From an optimization exercise on the open Yosys and OpenROAD flow, aimed at small area, a short achievable clock period and few clock cycles; shortcuts taken in it are not production practice. In this exercise RTL edits were held to simulation tests only and were not proved equivalent to the original. No activity file was given, so power comes from the tool's default toggle rates.

red:
Design tag_store_top, start of the top module:
module tag_store_top (
  input  logic                   clk_i,
  input  logic                   rst_i,
  input  logic [(1 + 4 + $clog2(16) + 8 + 1)-1:0]   req_i,
  input  logic                   valid_i,
  output logic                   ready_o,
  input  logic [4-1:0]    lock_i,
  output logic [(4 + 2 + 8)-1:0]   res_o,
  output logic                   valid_o,
  input  logic                   ready_i
);
  localparam int QD = 4;    
  function automatic logic [3:0] victim_oh(input logic [3:0] elig,
                                           input logic [3:0] valid,
                                           input logic [1:0] ptr);
    logic [3:0] free, rot, r0, r1, r2, r3;
    free = elig & ~valid;
    r0 = elig[0] ? 4'b0001 : elig[1] ? 4'b0010 : elig[2] ? 4'b0100 : elig[3] ? 4'b1000 : 4'b0000;
    r1 = elig[1] ? 4'b0010 : elig[2] ? 4'b0100 : elig[3] ? 4'b1000 : elig[0] ? 4'b0001 : 4'b0000;
    r2 = elig[2] ? 4'b0100 : elig[3] ? 4'b1000 : elig[0] ? 4'b0001 : elig[1] ? 4'b0010 : 4'b0000;
    r3 = elig[3] ? 4'b1000 : elig[0] ? 4'b0001 : elig[1] ? 4'b0010 : elig[2] ? 4'b0100 : 4'b0000;
    case (ptr)
      2'd0:    rot = r0;
      2'd1:    rot = r1;
      2'd2:    rot = r2;
      default: rot = r3;
    endcase
    if (free[0])      victim_oh = 4'b0001;
    else if (free[1]) victim_oh = 4'b0010;
    else if (free[2]) victim_oh = 4'b0100;
    else if (free[3]) victim_oh = 4'b1000;
    else              victim_oh = rot;
  endfunction
  logic       rdy_q;
  logic [2:0] cnt_q;
  logic       accept;
  logic       pop;
  logic [2:0] cnt_next;
  assign accept   = valid_i & rdy_q;
  assign pop      = valid_o & ready_i;
  assign cnt_next = cnt_q + {2'b0, accept} - {2'b0, pop};
  ...
clock: 7.0 ns
lec_check: 0
abc_clock_period_in_ps: 2500
cap_margin: 20
core_margin: 2
core_utilization: 40
cts_buf_list: sky130_fd_sc_hd__clkbuf_16
cts_cluster_diameter: 80
cts_cluster_size: 30
setup_slack_margin: 4.5
slew_margin: 20
tns_end_percent: 30
run.sh (not shown) runs the stock make flow with config.mk's settings and CLKGATE_MAP_FILE= SYNTH_SCRIPT=/design/flow/synth_recipe.tcl, a recipe that flattens the netlist after the stock synthesis.
The flow did not stop early for red: all stages ran, and the layout cleared the timing, design-rule and antenna checks.
Testbench counts of red, summed over its fixed seeds: cycles 12,024.
diff inputs: red => blue
--- a/flow/design.v
+++ b/flow/design.v
@@ -84,74 +84,67 @@
       rd_dirty = rd_dirty | ({4{a_sel[s]}} & m_dirty[s]);
       rd_ptr   = rd_ptr   | ({2{a_sel[s]}} & m_ptr[s]);
       for (int w = 0; w < 4; w++) rd_tag[w] = rd_tag[w] | ({8{a_sel[s]}} & m_tag[s][w]);
     end
   end
   logic        b_v, b_flush, b_dirty, b_same, b_found;
   logic [3:0]  b_ind, b_idx;
   logic [7:0]  b_tag;
-  logic [3:0]  b_hit0, b_hitk, b_vic0, b_ahitx;
-  logic        b_ahit0;
-  logic [3:0]  hit0_n, hitk_n;
+  logic [3:0]  b_hit0, b_vic0;
+  logic        b_eqprev;
+  logic [3:0]  hit0_n;
   logic [3:0]  b_vick [4];
   logic [3:0]  b_valid0, b_dirtyv;
   logic [1:0]  b_ptr;
   logic [7:0]  b_tags [4];
   logic        same_n, eq_prev;
   logic [3:0]  v0;
   assign same_n  = b_v && (b_idx == a_idx);
   assign eq_prev = (b_tag == a_tag);
   assign v0      = rd_valid & ~((same_n && b_flush) ? b_ind : 4'b0);
   always_comb begin
     for (int w = 0; w < 4; w++) begin
       hit0_n[w] = a_ind[w] & v0[w] & (rd_tag[w] == a_tag);
-      hitk_n[w] = a_ind[w] & eq_prev;
     end
   end
   always_ff @(posedge clk_i) begin
     if (rst_i) b_v <= 1'b0;
     else       b_v <= a_v;
     b_flush  <= a_req[17];
     b_ind    <= a_ind;
     b_idx    <= a_idx;
     b_tag    <= a_tag;
     b_dirty  <= a_req[0];
     b_same   <= same_n;
     b_found  <= |a_elig;
     b_hit0   <= hit0_n;
-    b_hitk   <= hitk_n;
-    b_ahit0  <= |hit0_n;
-    for (int k = 0; k < 4; k++) begin
-      b_ahitx[k] <= (|(hit0_n & ~(4'b0001 << k))) | hitk_n[k];
-      b_tags[k]  <= rd_tag[k];
-    end
+    b_eqprev <= eq_prev;
+    for (int k = 0; k < 4; k++) b_tags[k] <= rd_tag[k];
     b_vic0   <= victim_oh(a_elig, v0, rd_ptr);
     for (int k = 0; k < 4; k++)
       b_vick[k] <= victim_oh(a_elig, rd_valid | (4'b0001 << k), 2'(k + 1));
     b_valid0 <= v0;
     b_dirtyv <= rd_dirty;
     b_ptr    <= rd_ptr;
   end
   logic [3:0]  w_valid, w_dirty, w_mod;
-  logic        w_any;
   logic [1:0]  w_ptr;
   logic [7:0]  w_tag;
   logic [3:0]  ms, hit, vic_oh, c_valid, c_dirty;
   logic [1:0]  c_ptr, vic;
   logic [7:0]  c_tag [4];
   logic        any_hit, hit_dirty;
   always_comb begin
     for (int w = 0; w < 4; w++) begin
       ms[w]    = b_same & w_mod[w];
-      hit[w]   = ms[w] ? b_hitk[w] : b_hit0[w];
+      hit[w]   = ms[w] ? (b_ind[w] & b_eqprev) : b_hit0[w];
       c_tag[w] = ms[w] ? w_tag : b_tags[w];
     end
-    if (b_same && w_any) any_hit = |(w_mod & b_ahitx);
-    else                 any_hit = b_ahit0;
+    any_hit = |hit;
     vic_oh  = b_vic0;
     if (|ms) begin
       vic_oh = '0;
       for (int k = 0; k < 4; k++) vic_oh = vic_oh | ({4{w_mod[k]}} & b_vick[k]);
     end
     c_valid = b_same ? w_valid : b_valid0;
     c_dirty = b_same ? w_dirty : b_dirtyv;
     c_ptr   = b_same ? w_ptr   : b_ptr;
@@ -195,17 +188,16 @@
       c_res[7:0]   = etag;
     end
   end
   always_ff @(posedge clk_i) begin
     w_valid <= n_valid;
     w_dirty <= n_dirty;
     w_ptr   <= n_ptr;
     w_mod   <= refill_oh;
-    w_any   <= refill;
     w_tag   <= b_tag;
   end
   always_ff @(posedge clk_i) begin
     for (int s = 0; s < 16; s++) begin
       if (rst_i || (b_v && (b_idx == 4'(s)))) begin
         m_valid[s] <= n_valid & {4{~rst_i}};
         m_ptr[s]   <= n_ptr & {2{~rst_i}};
       end
## What came out
Summary of blue over red: total of fill cells in the finished design -155; combinational cell fraction of total power -0.5 points.
Changes observed in blue relative to red: clock-pin slew of the registers on the worst-case setup and hold paths ~0 delta; wire length on met2 moved up; power density over the cells saw an increase; synthesized-area fraction occupied by xor and xnor cells held steady.
Testbench counts of blue, summed over its fixed seeds: cycles 12,024.

* * *

The RTL this note starts from:
==> flow/design.v <==
`timescale 1ns/1ps
module tag_store_top (
  input  logic                   clk_i,
  input  logic                   rst_i,
  input  logic [(1 + 4 + $clog2(16) + 8 + 1)-1:0]   req_i,
  input  logic                   valid_i,
  output logic                   ready_o,
  input  logic [4-1:0]    lock_i,
  output logic [(4 + 2 + 8)-1:0]   res_o,
  output logic                   valid_o,
  input  logic                   ready_i
);
  localparam int QD = 4;    
  function automatic logic [3:0] victim_oh(input logic [3:0] elig,
                                           input logic [3:0] valid,
                                           input logic [1:0] ptr);
    logic [3:0] free, rot, r0, r1, r2, r3;
    free = elig & ~valid;
    r0 = elig[0] ? 4'b0001 : elig[1] ? 4'b0010 : elig[2] ? 4'b0100 : elig[3] ? 4'b1000 : 4'b0000;
    r1 = elig[1] ? 4'b0010 : elig[2] ? 4'b0100 : elig[3] ? 4'b1000 : elig[0] ? 4'b0001 : 4'b0000;
    r2 = elig[2] ? 4'b0100 : elig[3] ? 4'b1000 : elig[0] ? 4'b0001 : elig[1] ? 4'b0010 : 4'b0000;
    r3 = elig[3] ? 4'b1000 : elig[0] ? 4'b0001 : elig[1] ? 4'b0010 : elig[2] ? 4'b0100 : 4'b0000;
    case (ptr)
      2'd0:    rot = r0;
      2'd1:    rot = r1;
      2'd2:    rot = r2;
      default: rot = r3;
    endcase
    if (free[0])      victim_oh = 4'b0001;
    else if (free[1]) victim_oh = 4'b0010;
    else if (free[2]) victim_oh = 4'b0100;
    else if (free[3]) victim_oh = 4'b1000;
    else              victim_oh = rot;
  endfunction
  logic       rdy_q;
  logic [2:0] cnt_q;
  logic       accept;
  logic       pop;
  logic [2:0] cnt_next;
  assign accept   = valid_i & rdy_q;
  assign pop      = valid_o & ready_i;
  assign cnt_next = cnt_q + {2'b0, accept} - {2'b0, pop};
  always_ff @(posedge clk_i) begin
    if (rst_i) begin
      cnt_q <= '0;
      rdy_q <= 1'b1;
    end else begin
      cnt_q <= cnt_next;
      rdy_q <= cnt_next < 3'(QD);
    end
  end
  assign ready_o = rdy_q;
  logic        a_v;
  logic [17:0] a_req;
  logic [3:0]  a_lock;
  logic [15:0] a_sel;
  always_ff @(posedge clk_i) begin
    if (rst_i) a_v <= 1'b0;
    else       a_v <= accept;
    a_req  <= req_i;
    a_lock <= lock_i;
    for (int s = 0; s < 16; s++) a_sel[s] <= (req_i[12:9] == 4'(s));
  end
  logic [3:0] a_ind, a_idx, a_elig;
  logic [7:0] a_tag;
  assign a_ind  = a_req[16:13];
  assign a_idx  = a_req[12:9];
  assign a_tag  = a_req[8:1];
  assign a_elig = a_ind & ~a_lock;
  logic [3:0]  m_valid [16];
  logic [3:0]  m_dirty [16];
  logic [1:0]  m_ptr   [16];
  logic [7:0]  m_tag   [16][4];
  logic [3:0]  rd_valid, rd_dirty;
  logic [7:0]  rd_tag [4];
  logic [1:0]  rd_ptr;
  always_comb begin
    rd_valid = '0;
    rd_dirty = '0;
    rd_ptr   = '0;
    for (int w = 0; w < 4; w++) rd_tag[w] = '0;
    for (int s = 0; s < 16; s++) begin
      rd_valid = rd_valid | ({4{a_sel[s]}} & m_valid[s]);
      rd_dirty = rd_dirty | ({4{a_sel[s]}} & m_dirty[s]);
      rd_ptr   = rd_ptr   | ({2{a_sel[s]}} & m_ptr[s]);
      for (int w = 0; w < 4; w++) rd_tag[w] = rd_tag[w] | ({8{a_sel[s]}} & m_tag[s][w]);
    end
  end
  logic        b_v, b_flush, b_dirty, b_same, b_found;
  logic [3:0]  b_ind, b_idx;
  logic [7:0]  b_tag;
  logic [3:0]  b_hit0, b_vic0;
  logic        b_eqprev;
  logic [3:0]  hit0_n;
  logic [3:0]  b_vick [4];
  logic [3:0]  b_valid0, b_dirtyv;
  logic [1:0]  b_ptr;
  logic [7:0]  b_tags [4];
  logic        same_n, eq_prev;
  logic [3:0]  v0;
  assign same_n  = b_v && (b_idx == a_idx);
  assign eq_prev = (b_tag == a_tag);
  assign v0      = rd_valid & ~((same_n && b_flush) ? b_ind : 4'b0);
  always_comb begin
    for (int w = 0; w < 4; w++) begin
      hit0_n[w] = a_ind[w] & v0[w] & (rd_tag[w] == a_tag);
    end
  end
  always_ff @(posedge clk_i) begin
    if (rst_i) b_v <= 1'b0;
    else       b_v <= a_v;
    b_flush  <= a_req[17];
    b_ind    <= a_ind;
    b_idx    <= a_idx;
    b_tag    <= a_tag;
    b_dirty  <= a_req[0];
    b_same   <= same_n;
    b_found  <= |a_elig;
    b_hit0   <= hit0_n;
    b_eqprev <= eq_prev;
    for (int k = 0; k < 4; k++) b_tags[k] <= rd_tag[k];
    b_vic0   <= victim_oh(a_elig, v0, rd_ptr);
    for (int k = 0; k < 4; k++)
      b_vick[k] <= victim_oh(a_elig, rd_valid | (4'b0001 << k), 2'(k + 1));
    b_valid0 <= v0;
    b_dirtyv <= rd_dirty;
    b_ptr    <= rd_ptr;
  end
  logic [3:0]  w_valid, w_dirty, w_mod;
  logic [1:0]  w_ptr;
  logic [7:0]  w_tag;
  logic [3:0]  ms, hit, vic_oh, c_valid, c_dirty;
  logic [1:0]  c_ptr, vic;
  logic [7:0]  c_tag [4];
  logic        any_hit, hit_dirty;
  always_comb begin
    for (int w = 0; w < 4; w++) begin
      ms[w]    = b_same & w_mod[w];
      hit[w]   = ms[w] ? (b_ind[w] & b_eqprev) : b_hit0[w];
      c_tag[w] = ms[w] ? w_tag : b_tags[w];
    end
    any_hit = |hit;
    vic_oh  = b_vic0;
    if (|ms) begin
      vic_oh = '0;
      for (int k = 0; k < 4; k++) vic_oh = vic_oh | ({4{w_mod[k]}} & b_vick[k]);
    end
    c_valid = b_same ? w_valid : b_valid0;
    c_dirty = b_same ? w_dirty : b_dirtyv;
    c_ptr   = b_same ? w_ptr   : b_ptr;
    hit_dirty = (hit[0] & c_dirty[0]) |
                (~hit[0] & hit[1] & c_dirty[1]) |
                (~hit[0] & ~hit[1] & hit[2] & c_dirty[2]) |
                (~hit[0] & ~hit[1] & ~hit[2] & c_dirty[3]);
  end
  assign vic = {vic_oh[3] | vic_oh[2], vic_oh[3] | vic_oh[1]};
  logic        lookup, refill, dirty_upd;
  logic [3:0]  refill_oh, n_valid, n_dirty, sel_oh, ev_oh;
  logic [1:0]  n_ptr;
  logic [13:0] c_res;
  logic [7:0]  etag;
  assign lookup    = ~b_flush;
  assign refill    = lookup & ~any_hit & b_found;
  assign refill_oh = {4{refill}} & vic_oh;
  assign dirty_upd = lookup & any_hit & b_dirty & ~hit_dirty;
  always_comb begin
    if (b_flush)     n_valid = c_valid & ~b_ind;
    else             n_valid = c_valid | refill_oh;
    if (dirty_upd)   n_dirty = c_dirty | hit;
    else if (refill) n_dirty = (c_dirty & ~vic_oh) | (vic_oh & {4{b_dirty}});
    else             n_dirty = c_dirty;
    n_ptr = refill ? vic + 2'd1 : c_ptr;
  end
  logic [3:0]  fsoh;
  assign fsoh   = {b_ind[3] & ~|b_ind[2:0], b_ind[2] & ~|b_ind[1:0], b_ind[1] & ~b_ind[0], ~|b_ind[3:1] | b_ind[0]};
  assign sel_oh = b_flush ? fsoh : vic_oh;
  assign ev_oh  = sel_oh & c_valid;
  always_comb begin
    etag = '0;
    for (int w = 0; w < 4; w++) etag = etag | ({8{ev_oh[w]}} & c_tag[w]);
    c_res = '0;
    if (lookup && any_hit) begin
      c_res[13:10] = hit;
      c_res[9]     = 1'b1;
    end else if (b_flush || b_found) begin
      c_res[13:10] = b_flush ? b_ind : vic_oh;
      c_res[8]     = |(ev_oh & c_dirty);
      c_res[7:0]   = etag;
    end
  end
  always_ff @(posedge clk_i) begin
    w_valid <= n_valid;
    w_dirty <= n_dirty;
    w_ptr   <= n_ptr;
    w_mod   <= refill_oh;
    w_tag   <= b_tag;
  end
  always_ff @(posedge clk_i) begin
    for (int s = 0; s < 16; s++) begin
      if (rst_i || (b_v && (b_idx == 4'(s)))) begin
        m_valid[s] <= n_valid & {4{~rst_i}};
        m_ptr[s]   <= n_ptr & {2{~rst_i}};
      end
      if (b_v && (b_idx == 4'(s))) begin
        m_dirty[s] <= n_dirty;
        for (int w = 0; w < 4; w++)
          if (refill_oh[w]) m_tag[s][w] <= b_tag;
      end
    end
  end
  logic [13:0] q [QD];
  logic [2:0]  qn_q;
  logic        vo_q;
  logic [2:0]  qn_next;
  assign qn_next = qn_q + {2'b0, b_v} - {2'b0, pop};
  always_ff @(posedge clk_i) begin
    if (rst_i) begin
      qn_q <= '0;
      vo_q <= 1'b0;
    end else begin
      qn_q <= qn_next;
      vo_q <= qn_next != 3'd0;
    end
    for (int i = 0; i < QD; i++) begin
      if (rst_i && (i == 0)) begin
        q[i] <= '0;
      end else if (pop) begin
        if (b_v && (qn_q == 3'(i + 1))) q[i] <= c_res;
        else if (i < QD - 1)            q[i] <= q[(i + 1) % QD];
      end else if (b_v && (qn_q == 3'(i))) begin
        q[i] <= c_res;
      end
    end
  end
  assign valid_o = vo_q;
  assign res_o   = q[0];
endmodule
clock: 7.0 ns
lec_check: 0
abc_clock_period_in_ps: 2500
cap_margin: 20
core_margin: 2
core_utilization: 40
cts_buf_list: sky130_fd_sc_hd__clkbuf_16
cts_cluster_diameter: 80
cts_cluster_size: 30
setup_slack_margin: 4.5
slew_margin: 20
Testbench counts at the start, summed over its fixed seeds: cycles 12,024.
Then changed:
--- a/flow/design.v
+++ b/flow/design.v
@@ -86,27 +86,28 @@
       for (int w = 0; w < 4; w++) rd_tag[w] = rd_tag[w] | ({8{a_sel[s]}} & m_tag[s][w]);
     end
   end
   logic        b_v, b_flush, b_dirty, b_same, b_found;
   logic [3:0]  b_ind, b_idx;
   logic [7:0]  b_tag;
-  logic [3:0]  b_hit0, b_vic0;
-  logic        b_eqprev;
-  logic [3:0]  hit0_n;
+  logic [3:0]  b_hit0, b_hitk, b_vic0, b_ahitx;
+  logic        b_ahit0;
+  logic [3:0]  hit0_n, hitk_n;
   logic [3:0]  b_vick [4];
   logic [3:0]  b_valid0, b_dirtyv;
   logic [1:0]  b_ptr;
   logic [7:0]  b_tags [4];
   logic        same_n, eq_prev;
   logic [3:0]  v0;
   assign same_n  = b_v && (b_idx == a_idx);
   assign eq_prev = (b_tag == a_tag);
   assign v0      = rd_valid & ~((same_n && b_flush) ? b_ind : 4'b0);
   always_comb begin
     for (int w = 0; w < 4; w++) begin
       hit0_n[w] = a_ind[w] & v0[w] & (rd_tag[w] == a_tag);
+      hitk_n[w] = a_ind[w] & eq_prev;
     end
   end
   always_ff @(posedge clk_i) begin
     if (rst_i) b_v <= 1'b0;
     else       b_v <= a_v;
     b_flush  <= a_req[17];
@@ -114,35 +115,41 @@
     b_idx    <= a_idx;
     b_tag    <= a_tag;
     b_dirty  <= a_req[0];
     b_same   <= same_n;
     b_found  <= |a_elig;
     b_hit0   <= hit0_n;
-    b_eqprev <= eq_prev;
-    for (int k = 0; k < 4; k++) b_tags[k] <= rd_tag[k];
+    b_hitk   <= hitk_n;
+    b_ahit0  <= |hit0_n;
+    for (int k = 0; k < 4; k++) begin
+      b_ahitx[k] <= (|(hit0_n & ~(4'b0001 << k))) | hitk_n[k];
+      b_tags[k]  <= rd_tag[k];
+    end
     b_vic0   <= victim_oh(a_elig, v0, rd_ptr);
     for (int k = 0; k < 4; k++)
       b_vick[k] <= victim_oh(a_elig, rd_valid | (4'b0001 << k), 2'(k + 1));
     b_valid0 <= v0;
     b_dirtyv <= rd_dirty;
     b_ptr    <= rd_ptr;
   end
   logic [3:0]  w_valid, w_dirty, w_mod;
+  logic        w_any;
   logic [1:0]  w_ptr;
   logic [7:0]  w_tag;
   logic [3:0]  ms, hit, vic_oh, c_valid, c_dirty;
   logic [1:0]  c_ptr, vic;
   logic [7:0]  c_tag [4];
   logic        any_hit, hit_dirty;
   always_comb begin
     for (int w = 0; w < 4; w++) begin
       ms[w]    = b_same & w_mod[w];
-      hit[w]   = ms[w] ? (b_ind[w] & b_eqprev) : b_hit0[w];
+      hit[w]   = ms[w] ? b_hitk[w] : b_hit0[w];
       c_tag[w] = ms[w] ? w_tag : b_tags[w];
     end
-    any_hit = |hit;
+    if (b_same && w_any) any_hit = |(w_mod & b_ahitx);
+    else                 any_hit = b_ahit0;
     vic_oh  = b_vic0;
     if (|ms) begin
       vic_oh = '0;
       for (int k = 0; k < 4; k++) vic_oh = vic_oh | ({4{w_mod[k]}} & b_vick[k]);
     end
     c_valid = b_same ? w_valid : b_valid0;
@@ -190,12 +197,13 @@
   end
   always_ff @(posedge clk_i) begin
     w_valid <= n_valid;
     w_dirty <= n_dirty;
     w_ptr   <= n_ptr;
     w_mod   <= refill_oh;
+    w_any   <= refill;
     w_tag   <= b_tag;
   end
   always_ff @(posedge clk_i) begin
     for (int s = 0; s < 16; s++) begin
       if (rst_i || (b_v && (b_idx == 4'(s)))) begin
         m_valid[s] <= n_valid & {4{~rst_i}};
Outcome: The changed run completed with no timing, DRC or antenna violations; non-clock buffer count went up by 62; clock-buffer cell count went down by 1; fmax went down slightly; die area went up slightly; design area went up by a few percent; clock power went up slightly; wire length hardly moves; worst hold slack is better by 0.015 ns; cell count went up by a few percent.
Testbench counts after the change, summed over its fixed seeds: cycles 12,024.

afterwards: timing with drivers on the ports:
The results above use ideal ports. As a check the final layouts listed here were re-extracted and re-timed, cells and wires unchanged. Step 1 sets driving cells, clkbuf_16 on the clock port and buf_2 on the other inputs (assumed; they add their load-dependent delay and slew). Step 2, shift: input delay + t, output delay - t, t = (earliest + latest rising clock arrival at the registers) / 2. This alone moves slack from input paths to output paths. Slacks: ideal / step 1 / step 2; pairs: ideal / step 1.
| run | shift t [ns] | setup WS [ns] | worst setup path at the end | slew at the worst register clock pin (ns) | worst data-port slew with drivers (ns) |
|---|---|---|---|---|---|
| red | 0.675 | 4.398 / 4.355 / 3.851 | input to register | 0.12 / 0.12 | 0.05 |
| blue | 0.666 | 4.363 / 4.304 / 3.772 | input to register | 0.12 / 0.12 | 0.05 |
| the first run of note 2 | 0.673 | 4.498 / 4.439 / 3.866 | input to register | 0.12 / 0.12 | 0.04 |
| the second run of note 2 | 0.661 | 4.467 / 4.452 / 3.937 | input to register | 0.12 / 0.12 | 0.04 |
After both steps every run listed still meets setup and hold. The setup slack of the first run of note 2, which loses most, moves by -0.059 ns with the drivers and by -0.632 ns with both steps.
